Source: an optimization exercise on an open RTL-to-GDS flow (aim: small area and a short achievable clock period). Production flows keep margins and buffers that such runs may drop. The RTL was checked by simulation tests, not by an equivalence proof against the original design. Power and IR drop assume default switching activity.

--- flow/design.v ---
package mc_fifo_pkg;
    localparam int DEF_WIDTH     = 8;
    localparam int DEF_DEPTH     = 32;
    localparam int DEF_CHANNELS  = 4;
    localparam int DEF_AF_MARGIN = 2;
    localparam int DEF_AE_MARGIN = 2;
    function automatic int width_of(input int n);
        width_of = (n <= 1) ? 1 : $clog2(n);
    endfunction
endpackage
module mc_fifo_ctrl
#(
    parameter int DEPTH     = mc_fifo_pkg::DEF_DEPTH,
    parameter int AF_MARGIN = mc_fifo_pkg::DEF_AF_MARGIN,
    parameter int AE_MARGIN = mc_fifo_pkg::DEF_AE_MARGIN
) (
    input  logic                       clk,
    input  logic                       reset,
    input  logic                       wr_req,
    input  logic                       rd_req,
    input  logic                       clear_err,
    output logic                       wr_acc,
    output logic                       rd_acc,
    output logic [mc_fifo_pkg::width_of(DEPTH)-1:0] wr_ptr,
    output logic [mc_fifo_pkg::width_of(DEPTH)-1:0] rd_ptr,
    output logic [mc_fifo_pkg::width_of(DEPTH):0]   count,
    output logic                       full,
    output logic                       empty,
    output logic                       almost_full,
    output logic                       almost_empty,
    output logic                       overflow,
    output logic                       underflow
);
    localparam int AW    = mc_fifo_pkg::width_of(DEPTH);
    localparam int CNT_W = AW + 1;
    logic [AW-1:0]    wr_ptr_q, wr_ptr_d;
    logic [AW-1:0]    rd_ptr_q, rd_ptr_d;
    logic [CNT_W-1:0] count_q, count_d;
    assign full         = (count_q == CNT_W'(DEPTH));
    assign empty        = (count_q == '0);
    assign almost_full  = (count_q >= CNT_W'(DEPTH - AF_MARGIN));
    assign almost_empty = (count_q <= CNT_W'(AE_MARGIN));
    assign wr_acc = wr_req && !full;
    assign rd_acc = rd_req && !empty;
    assign wr_ptr = wr_ptr_q;
    assign rd_ptr = rd_ptr_q;
    assign count  = count_q;
    always_comb begin
        wr_ptr_d = wr_ptr_q;
        rd_ptr_d = rd_ptr_q;
        count_d  = count_q;
        if (wr_acc) begin
            wr_ptr_d = wr_ptr_q + 1'b1;
        end
        if (rd_acc) begin
            rd_ptr_d = rd_ptr_q + 1'b1;
        end
        case ({wr_acc, rd_acc})
            2'b10:   count_d = count_q + 1'b1;
            2'b01:   count_d = count_q - 1'b1;
            default: count_d = count_q;
        endcase
    end
    always_ff @(posedge clk or posedge reset) begin
        if (reset) begin
            wr_ptr_q <= '0;
            rd_ptr_q <= '0;
            count_q  <= '0;
        end else begin
            wr_ptr_q <= wr_ptr_d;
            rd_ptr_q <= rd_ptr_d;
            count_q  <= count_d;
        end
    end
    logic overflow_q, overflow_d;
    logic underflow_q, underflow_d;
    always_comb begin
        overflow_d  = clear_err ? 1'b0 : overflow_q;
        underflow_d = clear_err ? 1'b0 : underflow_q;
        if (wr_req && full) begin
            overflow_d = 1'b1;
        end
        if (rd_req && empty) begin
            underflow_d = 1'b1;
        end
    end
    always_ff @(posedge clk or posedge reset) begin
        if (reset) begin
            overflow_q  <= 1'b0;
            underflow_q <= 1'b0;
        end else begin
            overflow_q  <= overflow_d;
            underflow_q <= underflow_d;
        end
    end
    assign overflow  = overflow_q;
    assign underflow = underflow_q;
endmodule
module mc_fifo
#(
    parameter int WIDTH     = mc_fifo_pkg::DEF_WIDTH,
    parameter int DEPTH     = mc_fifo_pkg::DEF_DEPTH,
    parameter int CHANNELS  = mc_fifo_pkg::DEF_CHANNELS,
    parameter int AF_MARGIN = mc_fifo_pkg::DEF_AF_MARGIN,
    parameter int AE_MARGIN = mc_fifo_pkg::DEF_AE_MARGIN
) (
    input  logic                          clk,
    input  logic                          reset,
    input  logic                          write_en,
    input  logic [mc_fifo_pkg::width_of(CHANNELS)-1:0] wr_ch,
    input  logic [WIDTH-1:0]              data_in,
    input  logic                          read_en,
    input  logic [mc_fifo_pkg::width_of(CHANNELS)-1:0] rd_ch,
    input  logic                          clear_err,
    output logic [WIDTH-1:0]              data_out,
    output logic                          data_valid,
    output logic [CHANNELS-1:0]           full,
    output logic [CHANNELS-1:0]           empty,
    output logic [CHANNELS-1:0]           almost_full,
    output logic [CHANNELS-1:0]           almost_empty,
    output logic [mc_fifo_pkg::width_of(DEPTH):0]      rd_count,
    output logic [CHANNELS-1:0]           overflow,
    output logic [CHANNELS-1:0]           underflow
);
    localparam int CW    = mc_fifo_pkg::width_of(CHANNELS);
    localparam int AW    = mc_fifo_pkg::width_of(DEPTH);
    localparam int MEM_N = CHANNELS * DEPTH;
    if ((DEPTH < 4) || ((DEPTH & (DEPTH - 1)) != 0)) begin : g_bad_depth
        $error("mc_fifo: DEPTH must be a power of two and at least 4");
    end
    if (CHANNELS < 1) begin : g_bad_channels
        $error("mc_fifo: CHANNELS must be at least 1");
    end
    if ((AF_MARGIN < 1) || (AF_MARGIN > DEPTH - 1)) begin : g_bad_af
        $error("mc_fifo: AF_MARGIN must be in 1..DEPTH-1");
    end
    if ((AE_MARGIN < 1) || (AE_MARGIN > DEPTH - 1)) begin : g_bad_ae
        $error("mc_fifo: AE_MARGIN must be in 1..DEPTH-1");
    end
    logic [CHANNELS-1:0] wr_req, rd_req, wr_acc, rd_acc;
    logic [AW-1:0]       wr_ptr_a [CHANNELS];
    logic [AW-1:0]       rd_ptr_a [CHANNELS];
    logic [AW:0]         count_a  [CHANNELS];
    for (genvar g = 0; g < CHANNELS; g++) begin : g_ch
        assign wr_req[g] = write_en && (wr_ch == CW'(g));
        assign rd_req[g] = read_en && (rd_ch == CW'(g));
        mc_fifo_ctrl #(
            .DEPTH     (DEPTH),
            .AF_MARGIN (AF_MARGIN),
            .AE_MARGIN (AE_MARGIN)
        ) u_ctrl (
            .clk          (clk),
            .reset        (reset),
            .wr_req       (wr_req[g]),
            .rd_req       (rd_req[g]),
            .clear_err    (clear_err),
            .wr_acc       (wr_acc[g]),
            .rd_acc       (rd_acc[g]),
            .wr_ptr       (wr_ptr_a[g]),
            .rd_ptr       (rd_ptr_a[g]),
            .count        (count_a[g]),
            .full         (full[g]),
            .empty        (empty[g]),
            .almost_full  (almost_full[g]),
            .almost_empty (almost_empty[g]),
            .overflow     (overflow[g]),
            .underflow    (underflow[g])
        );
    end
    logic [AW-1:0]      wr_ptr_sel, rd_ptr_sel;
    logic [AW:0]        rd_count_sel;
    logic [CW+AW-1:0]   wr_addr, rd_addr;
    logic [WIDTH-1:0]   mem_q [MEM_N];
    logic [WIDTH-1:0]   data_out_q, data_out_d;
    logic               data_valid_q, data_valid_d;
    always_comb begin
        wr_ptr_sel   = '0;
        rd_ptr_sel   = '0;
        rd_count_sel = '0;
        for (int i = 0; i < CHANNELS; i++) begin
            if (wr_ch == CW'(i)) begin
                wr_ptr_sel = wr_ptr_a[i];
            end
            if (rd_ch == CW'(i)) begin
                rd_ptr_sel   = rd_ptr_a[i];
                rd_count_sel = count_a[i];
            end
        end
    end
    assign wr_addr  = {wr_ch, wr_ptr_sel};
    assign rd_addr  = {rd_ch, rd_ptr_sel};
    assign rd_count = rd_count_sel;
    always_ff @(posedge clk) begin
        if (|wr_acc) begin
            mem_q[wr_addr] <= data_in;
        end
    end
    always_comb begin
        data_valid_d = |rd_acc;
        data_out_d   = data_out_q;
        if (|rd_acc) begin
            data_out_d = mem_q[rd_addr];
        end
    end
    always_ff @(posedge clk or posedge reset) begin
        if (reset) begin
            data_out_q   <= '0;
            data_valid_q <= 1'b0;
        end else begin
            data_out_q   <= data_out_d;
            data_valid_q <= data_valid_d;
        end
    end
    assign data_out   = data_out_q;
    assign data_valid = data_valid_q;
endmodule
--- flow/run.sh ---
#!/bin/bash
# synth_recipe.tcl (not shown) runs the flow's synth.tcl, then flattens the netlist and writes it again
# the make line also repeats each setting of config.mk as NAME=value (left out here)
make -C /OpenROAD-flow-scripts/flow DESIGN_CONFIG=/design/flow/config.mk WORK_HOME=/design/flow/orfs CLKGATE_MAP_FILE= SYNTH_SCRIPT=/design/flow/synth_recipe.tcl finish
--- flow/config.mk ---
export PLATFORM = sky130hd
export DESIGN_NAME = mc_fifo
export DESIGN_NICKNAME = mc_fifo
export VERILOG_FILES = /design/flow/design.v
export SDC_FILE = /design/flow/constraint.sdc
export NUM_CORES = 4
export LEC_CHECK = 0
export CAP_MARGIN = 20
export CORE_MARGIN = 2
export CORE_UTILIZATION = 40
export SLEW_MARGIN = 20
--- flow/constraint.sdc ---
create_clock -name core_clock -period 4.0 [get_ports {clk}]
set_input_delay 0.8000 -clock core_clock [delete_from_list [all_inputs] [get_ports {clk}]]
set_output_delay 0.8000 -clock core_clock [all_outputs]
set_load 0.01 [all_outputs]
==> summary.md <==
| Metric | Value |
|---|---|
| Status | complete, no violations |
| Post-Syn Area per Cell | 15.70 sq um |
| Synthesized instance count | 2928 |
| Gr usage total | 0.2116 |
| CTS H-tree depth | 3 |
| First-pass DRT Iterations | 5 |
| Starting density of the core | 0.4027 |
| Post-CTS Setup Bufs | 0 |
| GR Layer Usage met1 | 0.2892 |
| Cell depth of the worst setup path | 10 |
| Netlist cell types | 72 |
| Worst Setup EP | data_out_q[5] |
| Rows | 124 |
| Total routed wirelength | 124900 microns |
| CP delay by family, top | multiplexers |
| R2R cell count | 10 |
| Most Crowded Layer GR | met2 |
| Sequential area share after synthesis | 0.7129 |
| Die width | 343.0 microns |
| CP startpoint | g_ch[2].u_ctrl.rd_ptr_q[1] |
| Vias per inst | 5.618 |
| Skew final | 35.31 ps |
| Vias in the first global route | 26858 |
| Ys async rst share | 0.07330 |
| Fill count | 9705 |
| First-pass GRT wire length | 181700 microns |
| PwrDens | 666.8 mW/mm^2 |
| Vias | 27129 |
| CP cell instances | mux4_4, buf_4, buf_4, mux2i_1, mux2i_1, a32o_1, o21ai_0, buf_4, a31oi_1, o31a_1 |
| Fin nets | 3257 |
| Hold Vio Cnt, Final | 0 |
| Final Wtd Congestion | 0.9228 |
| Syn_nets | 2965 |
| I/O pins | 56 |
| Worst vdd ir | 0.3838 mV |
| CORE AREA | 0.1142 sq mm |
| Flops & latches, synth | 1105 |
| CTS tree | done |
| Min Tclk post-route | 3706 ps |
| Die ar. | 0.1177 sq mm |
| Cts repair resizes | 0 |
| Final setup viols | 0 |
| CP endpoint kind | register |
| Initial DRC count | 2858 |
| Max-slew violations | 0 |
| Layout cell share with drive strength beyond 1 | 0.1889 |
| CTS Sinks | 1105 |
| Clock Latency Late Sink | 700 ps |
| Post-route DRC | 0 |
| Post-DP HPWL | 82970 microns |
| Finished Layout Cells | 4829 |
| Cells after DPL | 4622 |
| Grt ovf | 0 |
| CTS root buf | clkbuf_16 |
| Synthesized cell area | 0.04598 sq mm |
| Area delta synth->final | 17.45% |
| Number of synthesized flops with an enable pin | 1024 |
| Antenna violations before repair | 6 |
| Critical path launch point type | register |
| RR Endpoint | data_out_q[5] |
| Worst stage delay on the critical path | 790 ps |
| Clock Pin Slew Worst Setup and Hold Paths | 60 ps |
| # Max-Cap Violations | 0 |
| Most common cell on crit path | buf_4 |
| Largest net degree at the start of global routing | 99 |
| Internal reg-to-reg setup slack | 290 ps |
| Met2 GRT Util | 0.3403 |
| Worst path buffer plus inverter count | 3 |
| Final worst-path cycle share | 0.9264 |
| Wire length per cell | 25.87 microns |
| Final Util | 0.4729 |
| Leakage | 18.58 nW |
| Crit Path Max Fanout | 16 |
| Grt met3 use | 0.04261 |
| Slowest stage cell on the critical path | mux4_4 |
| Worst Path Required | 4630 ps |
| Top FF cell, synth | edfxtp_1 |
| Num CTS Buffers | 108 |
| CTS Hold Bufs | 0 |
| Ys Warns | 5 |
| Die height | 343.0 microns |
| DRT antenna net count | 0 |
| Max_slew headroom | 0.2630 |
| FMAX | 269.9 MHz |
| Worst hold path class | reg -> reg |
| Clk buf depth | 3 |
| I/O Buffers | 55 |
| RSZ-0062 raised after global routing | no |
| Least-Margin Pin Slew | 1095 ps |
| CP arrival | 4340 ps |
| Critical R2R Launch | g_ch[2].u_ctrl.rd_ptr_q[1] |
| Critical path class | reg -> reg |
[placed cells by master, fill, tap and decap left out, types with 15 or more instances in the layout]
master	n
nand4_1	29
xor2_1	31
a31oi_1	37
o22ai_1	29
clkinv_1	19
mux4_2	66
ha_1	20
mux2i_1	278
and3_1	15
buf_4	306
xnor2_1	36
a32o_1	17
a21oi_1	38
mux2_2	25
nand3_1	53
dfrtp_1	81
nor2b_1	88
a32oi_1	15
nor4_1	17
clkinv_2	18
clkbuf_16	111
nand2b_1	20
clkdlybuf4s50_1	45
bufinv_16	21
nand2_1	276
buf_12	31
nor2_1	194
a211oi_1	117
clkinvlp_4	15
edfxtp_1	1024
o21ai_0	41
[report_power, final]
group / internal [mW] / leakage, nW / switching (mW)
clock network: 6.50 / 1.85 / 4.43
logic: 4.54 / 6.53 / 6.78
registers: 13.1 / 10.2 / 0.664
[flip-flops by register name, indices dropped and copies added (netlist names)]
register	flops
data_out_q	8
data_valid_q	1
g_ch.u_ctrl.count_q	24
g_ch.u_ctrl.overflow_q	4
g_ch.u_ctrl.rd_ptr_q	20
g_ch.u_ctrl.underflow_q	4
g_ch.u_ctrl.wr_ptr_q	20
mem_q	1024
[synth_stat cells (7+ instances only)]
cell       instances  share of area
a211oi_1         117          0.019
a32oi_1           15         0.0029
inv_1             12        0.00098
nor2b_1           88          0.012
xor2_1            31         0.0059
nand3_1           53         0.0058
buf_6             22         0.0054
nor4_1            17         0.0023
a31oi_1           37         0.0050
a32o_1            17         0.0037
nor2_1           195          0.016
o22ai_1           29         0.0039
mux2_2            27         0.0066
buf_2             67         0.0073
nand2_1          276          0.023
ha_1              20         0.0054
mux2i_1          278          0.061
a2111oi_0          7         0.0013
a21oi_1           38         0.0041
o21ai_0           41         0.0045
a22oi_1            9         0.0015
nand4_1           29         0.0039
nand2b_1          20         0.0027
dfrtp_1           81          0.044
buf_4             39         0.0064
or3_1              7        0.00095
nor3_1             8        0.00087
and2_1            13         0.0018
and3_1            15         0.0020
edfxtp_1        1024           0.67
clkbuf_1          66         0.0054
mux4_1             8         0.0046
xnor2_1           36         0.0069
o32ai_1            8         0.0015
mux4_2            70          0.034
a22o_1            12         0.0023
[how the worst min path moves through the flow]
stage / to / slack (ps) / cells past startpoint / from
final: g_ch[0].u_ctrl.wr_ptr_q[4] / 470 / 1 / g_ch[0].u_ctrl.wr_ptr_q[4]
after CTS: g_ch[0].u_ctrl.wr_ptr_q[4] / 480 / 1 / g_ch[0].u_ctrl.wr_ptr_q[4]
after global routing: g_ch[1].u_ctrl.wr_ptr_q[4] / 490 / 1 / g_ch[1].u_ctrl.wr_ptr_q[4]
after global placement: g_ch[0].u_ctrl.wr_ptr_q[4] / 460 / 1 / g_ch[0].u_ctrl.wr_ptr_q[4]
after detailed placement: g_ch[1].u_ctrl.wr_ptr_q[4] / 470 / 1 / g_ch[1].u_ctrl.wr_ptr_q[4]
after floorplan: g_ch[2].u_ctrl.wr_ptr_q[4] / 440 / 1 / g_ch[2].u_ctrl.wr_ptr_q[4]
[metal layers]
metal | vias to the layer above | routed length [microns]
met5 | - | 26
met4 | 4 | 3731
met3 | 188 | 9875
met2 | 1130 | 59300
met1 | 13883 | 52010
li1 | 11924 | -
[layout make-up]
class / instances / area (sq um) / share of cell area
Clock buffer: 124 / 2856 / 0.05290
Inverter: 15 / 58.81 / 0.001089
Clock inverter: 80 / 1013 / 0.01877
Antenna cell: 3 / 7.507 / 0.0001390
Multi-Input combinational cell: 1606 / 12020 / 0.2225
Tap cell: 1512 / 1892 / 0.03503
Timing Repair Buffer: 384 / 3378 / 0.06256
Sequential cell: 1105 / 32780 / 0.6070
[kinds of logic after synthesis]
logic type	count (synthesis)	share of synthesized area
AOI/OAI and AO/OA	389	0.06087
xor gates and xnor gates	67	0.01276
adders and majority gates	20	0.005442
buffers and inverters	217	0.02640
DFF	1105	0.7129
muxes	383	0.1060
and+or+nand+nor	747	0.07568
[through the flow]
| step | hold slack (ps) | TNS, ps | cell area (sq um) | total power [mW] | worst slack [ps] |
|---|---|---|---|---|---|
| 3_5_place_dp | 466.1 | -710.2 | 50120 | 25.20 | -169.1 |
| 6_report | 472.0 | 0 | 54000 | 36.01 | 294.3 |
| 5_1_grt | 490.9 | 0 | 53990 | 37.35 | 100.1 |
| 2_1_floorplan | 440.4 | 0 | 45980 | 20.77 | 467.8 |
| 4_1_cts | 475.9 | 0 | 53990 | 36.11 | 312.0 |
| 3_3_place_gp | 459.6 | -689.5 | 50110 | 25.01 | -149.5 |

-- static timing again, ports no longer ideal --
How much do the figures lean on ideal ports? The routed layout below was timed once more, with nothing changed but the port constraints.
Step 1 (the two cells are an assumption about what drives the block):
set clk [get_ports {clk}]
set_driving_cell -lib_cell sky130_fd_sc_hd__clkbuf_16 $clk
set_driving_cell -lib_cell sky130_fd_sc_hd__buf_2 [delete_from_list [all_inputs] $clk]
Step 2 also shifts input and output timing later by t, the mid clock arrival at the registers, as if the neighbouring blocks saw the same clock.
Three values: ideal ports, drivers, drivers and shift; two values: the first two.
shift t [ns]: 0.757
setup slack, ns: 0.294 / 0.259 / -0.358
hold WS [ns]: 0.472 / 0.472 / 0.472
worst setup path after step 2: input to register
latest minus earliest clock arrival (ns): 0.038 / 0.038
Met with ideal ports but missed after step 2: setup timing in this run. For this run, drivers alone change the setup slack by -0.035 ns; drivers and shift together by -0.652 ns.
